From an optimization exercise on the open Yosys and OpenROAD flow, aimed at small area; shortcuts taken in it are not production practice. At most, simulation tests tie the RTL to the original design; equivalence was not proved. Power is estimated from default activity; no workload was simulated.

## 08-24
Design requant_top, start of the top module:
module requant_top
#(
    parameter int DN     = 6,
    parameter int GROUPS = 4
) (
    input  logic                        clk,
    input  logic                        rst_n,
    input  logic [DN*ACC_W-1:0]         acc_data,
    input  logic                        acc_valid,
    input  logic [$clog2(GROUPS)-1:0]   grp,
    input  logic [SHIFT_W-1:0]          n,
    input  logic                        relu_en,
    input  logic                        scale_we,
    input  logic [$clog2(GROUPS)-1:0]   scale_addr,
    input  logic [DN*MANT_W-1:0]        scale_wdata,
    output logic [DN*ACT_W-1:0]         act_data,
    output logic                        act_valid
);
Size: about 4,000 cells after synthesis.
==> module requant_lanes, before the edit <==
module requant_lanes (
    input  logic [PROD_W-1:0]    prod,
    input  logic [SHIFT_W-1:0]   sh,
    input  logic                 zero_scale,
    input  logic                 relu_en,
    output logic [ACT_W-1:0]     res
);
    logic               sgn;
    logic [26:0]        ext;
    logic [26:0]        win;
    logic [7:0]         f8;
    logic               g;
    logic               fits;
    logic [17:7]        run;
    logic [7:0]         cy;
    logic               p01, p23, p45, p0123;
    logic               zero;
    always_comb begin
        sgn = prod[PROD_W-1];
        ext = {{8{sgn}}, prod, 1'b0};
        win = ext >> sh;
        g   = win[0];
        f8  = win[8:1];
        run[17] = 1'b1;
        for (int k = 16; k >= 7; k--) begin
            run[k] = run[k+1] & (prod[k] == sgn);
        end
        fits = (sh >= 5'd10) ? 1'b1 : run[sh + 5'd7];
        zero = (sh >= 5'd18) || zero_scale || (relu_en && sgn);
        p01   = f8[0] & f8[1];
        p23   = f8[2] & f8[3];
        p45   = f8[4] & f8[5];
        p0123 = p01 & p23;
        cy[0] = g;
        cy[1] = g & f8[0];
        cy[2] = g & p01;
        cy[3] = g & p01 & f8[2];
        cy[4] = g & p0123;
        cy[5] = g & p0123 & f8[4];
        cy[6] = g & p0123 & p45;
        cy[7] = g & p0123 & p45 & f8[6];
        if (zero) begin
            res = '0;
        end else if (!fits || (cy[7] && !f8[7])) begin
            res = sgn ? ACT_MIN : ACT_MAX;
        end else begin
            res = f8 ^ cy[7:0];
        end
    end
endmodule
==> flow/config.mk <==
export PLATFORM = sky130hd
export DESIGN_NAME = requant_top
export DESIGN_NICKNAME = requant_top
export VERILOG_FILES = /design/flow/design.v
export SDC_FILE = /design/flow/constraint.sdc
export NUM_CORES = 4
export LEC_CHECK = 0
export CAP_MARGIN = 20
export CORE_MARGIN = 2
export CORE_UTILIZATION = 40
export GPL_TIMING_DRIVEN = 0
export SLEW_MARGIN = 20
==> flow/constraint.sdc <==
create_clock -name core_clock -period 6.5 [get_ports {clk}]
set_input_delay 1.3000 -clock core_clock [delete_from_list [all_inputs] [get_ports {clk}]]
set_output_delay 1.3000 -clock core_clock [all_outputs]
set_load 0.01 [all_outputs]
run.sh (not shown) runs the stock make flow with config.mk's settings and CLKGATE_MAP_FILE= SYNTH_SCRIPT=/design/flow/synth_recipe.tcl, a recipe that flattens the netlist after the stock synthesis.
08-24 reached the end of the flow, and the finished layout is clean on the timing, DRC and antenna checks.
Relative to 08-24, the following input files were edited for 04-19:
--- a/flow/design.v
+++ b/flow/design.v
@@ -95,12 +95,11 @@
     logic [26:0]        win;
     logic [7:0]         f8;
     logic               g;
     logic               fits;
     logic [17:7]        run;
-    logic [7:0]         cy;
-    logic               p01, p23, p45, p0123;
+    logic [8:0]         cy;
     logic               zero;
     always_comb begin
         sgn = prod[PROD_W-1];
         ext = {{8{sgn}}, prod, 1'b0};
         win = ext >> sh;
@@ -110,22 +109,16 @@
         for (int k = 16; k >= 7; k--) begin
             run[k] = run[k+1] & (prod[k] == sgn);
         end
         fits = (sh >= 5'd10) ? 1'b1 : run[sh + 5'd7];
         zero = (sh >= 5'd18) || zero_scale || (relu_en && sgn);
-        p01   = f8[0] & f8[1];
-        p23   = f8[2] & f8[3];
-        p45   = f8[4] & f8[5];
-        p0123 = p01 & p23;
-        cy[0] = g;
-        cy[1] = g & f8[0];
-        cy[2] = g & p01;
-        cy[3] = g & p01 & f8[2];
-        cy[4] = g & p0123;
-        cy[5] = g & p0123 & f8[4];
-        cy[6] = g & p0123 & p45;
-        cy[7] = g & p0123 & p45 & f8[6];
+        for (int k = 0; k <= 8; k++) begin
+            cy[k] = g;
+            for (int j = 0; j < k; j++) begin
+                cy[k] = cy[k] & f8[j];
+            end
+        end
         if (zero) begin
             res = '0;
         end else if (!fits || (cy[7] && !f8[7])) begin
             res = sgn ? ACT_MIN : ACT_MAX;
         end else begin
Notes after the runs:
From 08-24 to 04-19 the numbers moved as follows: power density over the cells +0.87%, worst-case headroom to the max-slew limit went down 3.3 points, switching share of power decreased by 0.50 points relative to the old numbers, buffer count from post-CTS setup fixing shrank by 13%, count of clock-buffer cells in the layout went up.
On routed wirelength normalized by instance count, 04-19 and 08-24 are neck and neck.
met1 routing resource usage after global routing was higher in 04-19 than in 08-24.
In 04-19 the chip width turned out 4.3 microns lower than in 08-24.
Function not checked in 08-24: the RTL went through the layout flow alone.

---

requant_top, a different RTL version from the one above (not shown whole).
Size in the first run: ~3300 cells after synthesis, about 360 flip-flops, about 250 I/O pins, ~34000 µm² of cells after synthesis.
==> module scale_table, before the edit <==
module scale_table
#(
    parameter int DN     = 6,
    parameter int GROUPS = 4
) (
    input  logic                        clk,
    input  logic                        rst_n,
    input  logic                        scale_we,
    input  logic [$clog2(GROUPS)-1:0]   scale_addr,
    input  logic [DN*MANT_W-1:0]        scale_wdata,
    input  logic [$clog2(GROUPS)-1:0]   grp,
    output logic [DN*MANT_W-1:0]        rd_scale,
    output logic                        rd_zero
);
    localparam int WW = DN * MANT_W;
    logic [GROUPS*WW-1:0] mem;
    logic [GROUPS-1:0]    wr_seen;
    for (genvar g = 0; g < GROUPS; g++) begin : g_word
        always_ff @(posedge clk) begin
            if (scale_we && scale_addr == g) begin
                mem[g*WW +: WW] <= scale_wdata;
            end
        end
        always_ff @(posedge clk or negedge rst_n) begin
            if (!rst_n) begin
                wr_seen[g] <= 1'b0;
            end else if (scale_we && scale_addr == g) begin
                wr_seen[g] <= 1'b1;
            end
        end
    end
    logic [GROUPS-1:0] rd_sel;
    always_comb begin
        for (int g = 0; g < GROUPS; g++) begin
            rd_sel[g] = (grp == g);
        end
    end
    for (genvar b = 0; b < WW; b++) begin : g_rd
        rq_sel4 u_sel (
            .d ({mem[3*WW + b], mem[2*WW + b], mem[WW + b], mem[b]}),
            .s (rd_sel),
            .y (rd_scale[b])
        );
    end
    assign rd_zero = !wr_seen[grp];
endmodule
==> module rq_sel4, before the edit <==
module rq_sel4 (
    input  logic [3:0] d,
    input  logic [3:0] s,
    output logic       y
);
    assign y = (d[0] & s[0]) | (d[1] & s[1]) | (d[2] & s[2]) | (d[3] & s[3]);
endmodule
clock: 6.5 ns
lec_check: 0
cap_margin: 20
core_margin: 2
core_utilization: 40
gpl_timing_driven: 0
slew_margin: 20
synth_hierarchical: 1
standard.sh (not shown) runs the stock make flow with config.mk's settings and CLKGATE_MAP_FILE= SYNTH_SCRIPT=/design/flow/synth_recipe.tcl, a recipe that flattens the netlist after the stock synthesis.
==> flow/flow/run.sh <==
#!/bin/bash
set -euo pipefail
here=$(pwd)
export BUFFER_PORTS_ARGS="-buffer_cell sky130_fd_sc_hd__buf_1"
export CTS_ARGS="-sink_clustering_enable -repair_clock_nets -dont_use_dummy_load -buf_list sky130_fd_sc_hd__clkbuf_8 -sink_clustering_size 12 -sink_clustering_max_diameter 60"
export RECOVER_POWER=100
export POST_GLOBAL_ROUTE_TCL="$here/flow/post_grt.tcl"
bash standard.sh > standard.log 2>&1
==> flow/flow/post_grt.tcl <==
# after power recovery: fix any slew / capacitance limit it broke, and any
# setup path it slowed too far, then legalize and reroute what changed
global_route -start_incremental
repair_design -slew_margin $::env(SLEW_MARGIN) -cap_margin $::env(CAP_MARGIN)
repair_timing -setup -setup_margin 0.05 -repair_tns 100
detailed_placement
global_route -end_incremental
estimate_parasitics -global_routing
report_check_types -max_slew -max_capacitance -violators
report_worst_slack -max
Edit:
--- a/flow/design.v
+++ b/flow/design.v
@@ -62,27 +62,8 @@
             end
         end
     end
-    logic [GROUPS-1:0] rd_sel;
-    always_comb begin
-        for (int g = 0; g < GROUPS; g++) begin
-            rd_sel[g] = (grp == g);
-        end
-    end
-    for (genvar b = 0; b < WW; b++) begin : g_rd
-        rq_sel4 u_sel (
-            .d ({mem[3*WW + b], mem[2*WW + b], mem[WW + b], mem[b]}),
-            .s (rd_sel),
-            .y (rd_scale[b])
-        );
-    end
-    assign rd_zero = !wr_seen[grp];
-endmodule
-module rq_sel4 (
-    input  logic [3:0] d,
-    input  logic [3:0] s,
-    output logic       y
-);
-    assign y = (d[0] & s[0]) | (d[1] & s[1]) | (d[2] & s[2]) | (d[3] & s[3]);
+    assign rd_scale = mem[grp*WW +: WW];
+    assign rd_zero  = !wr_seen[grp];
 endmodule
 `timescale 1ns/1ps
 import requant_pkg::*;
After rerunning:
- final cell count drops by 1.1%
- wire length shrinks by 2.0%
- final area climbs by 1.1%
- via count is lower by 2.1%
- setup slack improves by 14 ps
- utilization went down by 0.28 points
- clock-buffer cell count shrinks by 5
- worst hold slack gains 6.0 ps
- die area came out higher by 1.6%
- synthesized cell count fell by 3.2%
- global-route usage decreases by 0.81 points
- power went up by 2.4%
The RTL of the first run of this note was laid out without a check of its function.

---

RTL: one of the versions met above, not the one the previous note started from.
Size in the first run: roughly 360 flip-flops, about 250 I/O pins.
==> module scale_table, before the edit <==
module scale_table
#(
    parameter int DN     = 6,
    parameter int GROUPS = 4
) (
    input  logic                        clk,
    input  logic                        rst_n,
    input  logic                        scale_we,
    input  logic [$clog2(GROUPS)-1:0]   scale_addr,
    input  logic [DN*MANT_W-1:0]        scale_wdata,
    input  logic [$clog2(GROUPS)-1:0]   grp,
    output logic [DN*MANT_W-1:0]        rd_scale,
    output logic                        rd_zero
);
    localparam int WW = DN * MANT_W;
    logic [GROUPS*WW-1:0] mem;
    logic [GROUPS-1:0]    wr_seen;
    for (genvar g = 0; g < GROUPS; g++) begin : g_word
        always_ff @(posedge clk) begin
            if (scale_we && scale_addr == g) begin
                mem[g*WW +: WW] <= scale_wdata;
            end
        end
        always_ff @(posedge clk or negedge rst_n) begin
            if (!rst_n) begin
                wr_seen[g] <= 1'b0;
            end else if (scale_we && scale_addr == g) begin
                wr_seen[g] <= 1'b1;
            end
        end
    end
    assign rd_scale = mem[grp*WW +: WW];
    assign rd_zero  = !wr_seen[grp];
endmodule
Settings: LEC_CHECK=0, CAP_MARGIN=20, CORE_MARGIN=2, CORE_UTILIZATION=40, GPL_TIMING_DRIVEN=0, SLEW_MARGIN=20, SYNTH_HIERARCHICAL=1; clock period 6.5 ns.
==> flow/flow/run.sh <==
#!/bin/bash
set -euo pipefail
here=$(pwd)
export BUFFER_PORTS_ARGS="-buffer_cell sky130_fd_sc_hd__buf_1"
export CTS_ARGS="-sink_clustering_enable -repair_clock_nets -dont_use_dummy_load -buf_list sky130_fd_sc_hd__clkbuf_4 -sink_clustering_size 10 -sink_clustering_max_diameter 50"
export RECOVER_POWER=100
export POST_GLOBAL_ROUTE_TCL="$here/flow/post_grt.tcl"
bash standard.sh > standard.log 2>&1
Scripts as last shown in full above: flow/flow/post_grt.tcl
Rerun with:
--- a/flow/design.v
+++ b/flow/design.v
@@ -62,8 +62,27 @@
             end
         end
     end
-    assign rd_scale = mem[grp*WW +: WW];
-    assign rd_zero  = !wr_seen[grp];
+    logic [GROUPS-1:0] rd_sel;
+    always_comb begin
+        for (int g = 0; g < GROUPS; g++) begin
+            rd_sel[g] = (grp == g);
+        end
+    end
+    for (genvar b = 0; b < WW; b++) begin : g_rd
+        rq_sel4 u_sel (
+            .d ({mem[3*WW + b], mem[2*WW + b], mem[WW + b], mem[b]}),
+            .s (rd_sel),
+            .y (rd_scale[b])
+        );
+    end
+    assign rd_zero = !wr_seen[grp];
+endmodule
+module rq_sel4 (
+    input  logic [3:0] d,
+    input  logic [3:0] s,
+    output logic       y
+);
+    assign y = (d[0] & s[0]) | (d[1] & s[1]) | (d[2] & s[2]) | (d[3] & s[3]);
 endmodule
 `timescale 1ns/1ps
 import requant_pkg::*;
Result:
- The new run went through all stages and came out clean
- power goes down by a few percent
- worst hold slack gets worse by 60 ps
- sequential power stays flat
- cell count went up slightly
- setup slack is about the same
- routed wire length increases by a few percent
For the second run of this note, only the layout was checked, not whether the RTL still works.

---

requant_top, a different RTL version from the one above (not shown whole).
For scale: about 360 flip-flops, ~250 I/O pins.
export LEC_CHECK = 0
export CAP_MARGIN = 5
export CORE_MARGIN = 2
export CORE_UTILIZATION = 40
export GPL_TIMING_DRIVEN = 0
export SLEW_MARGIN = 5
export SYNTH_HIERARCHICAL = 1
create_clock -name core_clock -period 6.5 [get_ports {clk}]
==> flow/flow/run.sh <==
#!/bin/bash
set -euo pipefail
here=$(pwd)
export BUFFER_PORTS_ARGS="-buffer_cell sky130_fd_sc_hd__buf_1"
export CTS_ARGS="-sink_clustering_enable -repair_clock_nets -dont_use_dummy_load -buf_list sky130_fd_sc_hd__clkbuf_4 -sink_clustering_size 10 -sink_clustering_max_diameter 50"
export RECOVER_POWER=100
export POST_GLOBAL_ROUTE_TCL="$here/flow/post_grt.tcl"
export PRE_GLOBAL_PLACE_TCL="$here/flow/pre_gpl.tcl"
bash standard.sh > standard.log 2>&1
==> flow/flow/pre_gpl.tcl <==
# drop the buffers synthesis inserted; placement-aware repair re-buffers
# where a net needs it
remove_buffers
Scripts as last shown in full above: flow/flow/post_grt.tcl
The first run finished clean.
Next try:
--- a/flow/design.v
+++ b/flow/design.v
@@ -525,45 +525,44 @@
             sh_q   <= n - lo;
         end
         logic               sgn;
         logic [26:0]        e;
         logic [23:0]        s4;
         logic [14:0]        s3;
         logic [10:0]        s2;
         logic [8:0]         s1;
         logic [7:0]         s0;
         logic [7:0]         f8;
         logic               g;
         logic               fits;
-        logic               ok3, ok2, ok1, ok0;
+        logic [18:8]        run;
         logic [7:0]         cy;
         logic               p01, p23, p45, p0123;
         logic               zero;
         logic [ACT_W-1:0]   res;
         always_comb begin
             sgn = prod_q[PROD_W-1];
             e   = {{8{sgn}}, prod_q, 1'b0};
             for (int k = 0; k < 24; k++) s4[k] = (sh_q[4] && k < 10) ? e[k+16] : e[k];
             for (int k = 0; k < 15; k++) s3[k] = sh_q[3] ? s4[k+8] : s4[k];
             for (int k = 0; k < 11; k++) s2[k] = sh_q[2] ? s3[k+4] : s3[k];
             for (int k = 0; k < 9;  k++) s1[k] = sh_q[1] ? s2[k+2] : s2[k];
             for (int k = 0; k < 8;  k++) s0[k] = sh_q[0] ? s1[k+1] : s1[k];
             g  = s0[0];
             f8 = {sgn, s0[7:1]};
-            ok3  = (e[17:15] == {3{sgn}});
-            ok2  = (s3[14:11] == {4{sgn}});
-            ok1  = (s2[10:9] == {2{sgn}});
-            ok0  = (s1[8] == sgn);
-            fits = sh_q[4] || ((sh_q[3] || ok3) && (sh_q[2] || ok2) &&
-                               (sh_q[1] || ok1) && (sh_q[0] || ok0));
+            run[18] = 1'b1;
+            for (int k = 17; k >= 8; k--) begin
+                run[k] = run[k+1] & (e[k] == sgn);
+            end
+            fits = (sh_q >= 5'd11) ? 1'b1 : run[sh_q + 5'd8];
             zero = (sh_q >= 5'd18) || zero_q || (relu_q && sgn);
             p01   = f8[0] & f8[1];
             p23   = f8[2] & f8[3];
             p45   = f8[4] & f8[5];
             p0123 = p01 & p23;
             cy[0] = g;
             cy[1] = g & f8[0];
             cy[2] = g & p01;
             cy[3] = g & p01 & f8[2];
             cy[4] = g & p0123;
             cy[5] = g & p0123 & f8[4];
             cy[6] = g & p0123 & p45;
Effect: Synthesized cell count increases by about 4%; worst setup slack improves by 0.048 ns; die area is higher by about 2.8%; final cell count rose by 2.7%; global-route usage decreases by 0.32 points; area after synthesis came out higher by 2.9%; sequential cell count is unchanged; clock-buffer cell count is higher by 5; via count is higher by about 3.3%; fmax rises by about 0.8%; clock power barely changes.

[what the ideal ports hide]
The results above use ideal ports. As a check the final layouts listed here were re-extracted and re-timed, cells and wires unchanged. Step 1: set_driving_cell puts a clkbuf_16 on clk and a buf_2 on each other input, an assumption about the parent block. Step 2 times the ports against the registers' clock, not the clock port: input delays grow and output delays shrink by t, the midpoint of the rising clock arrivals with the driver on. Three values: ideal ports, drivers, drivers and shift; two values: the first two.
| run | t, ns | setup WS [ns] | worst hold slack (ns) | slew at the worst register clock pin (ns) | worst slew at a driven data input, ns |
|---|---|---|---|---|---|
| 08-24 | 0.634 | 0.153 / 0.164 / -0.470 | 0.470 / 0.470 / 0.470 | 0.06 / 0.06 | 0.16 |
| 04-19 | 0.645 | 0.145 / 0.137 / -0.501 | 0.462 / 0.462 / 0.462 | 0.07 / 0.07 | 0.17 |
| the first run of note 2 | 0.682 | 0.244 / 0.292 / -0.391 | 0.459 / 0.412 / 0.468 | 0.08 / 0.08 | 0.14 |
| the second run of note 2 | 0.637 | 0.259 / 0.299 / -0.338 | 0.465 / 0.465 / 0.465 | 0.08 / 0.08 | 0.14 |
| the first run of note 3 | 0.802 | 0.280 / 0.273 / -0.487 | 0.349 / 0.317 / 0.470 | 0.11 / 0.11 | 0.15 |
| the second run of note 3 | 0.847 | 0.279 / 0.328 / -0.519 | 0.289 / 0.244 / 0.474 | 0.11 / 0.11 | 0.15 |
| the first run of note 4 | 0.812 | 0.240 / 0.276 / -0.536 | 0.363 / 0.328 / 0.480 | 0.11 / 0.11 | 0.15 |
| the second run of note 4 | 0.833 | 0.288 / 0.322 / -0.510 | 0.478 / 0.473 / 0.478 | 0.11 / 0.11 | 0.14 |
With both steps, setup timing fails in every run listed, where it was met with ideal ports.
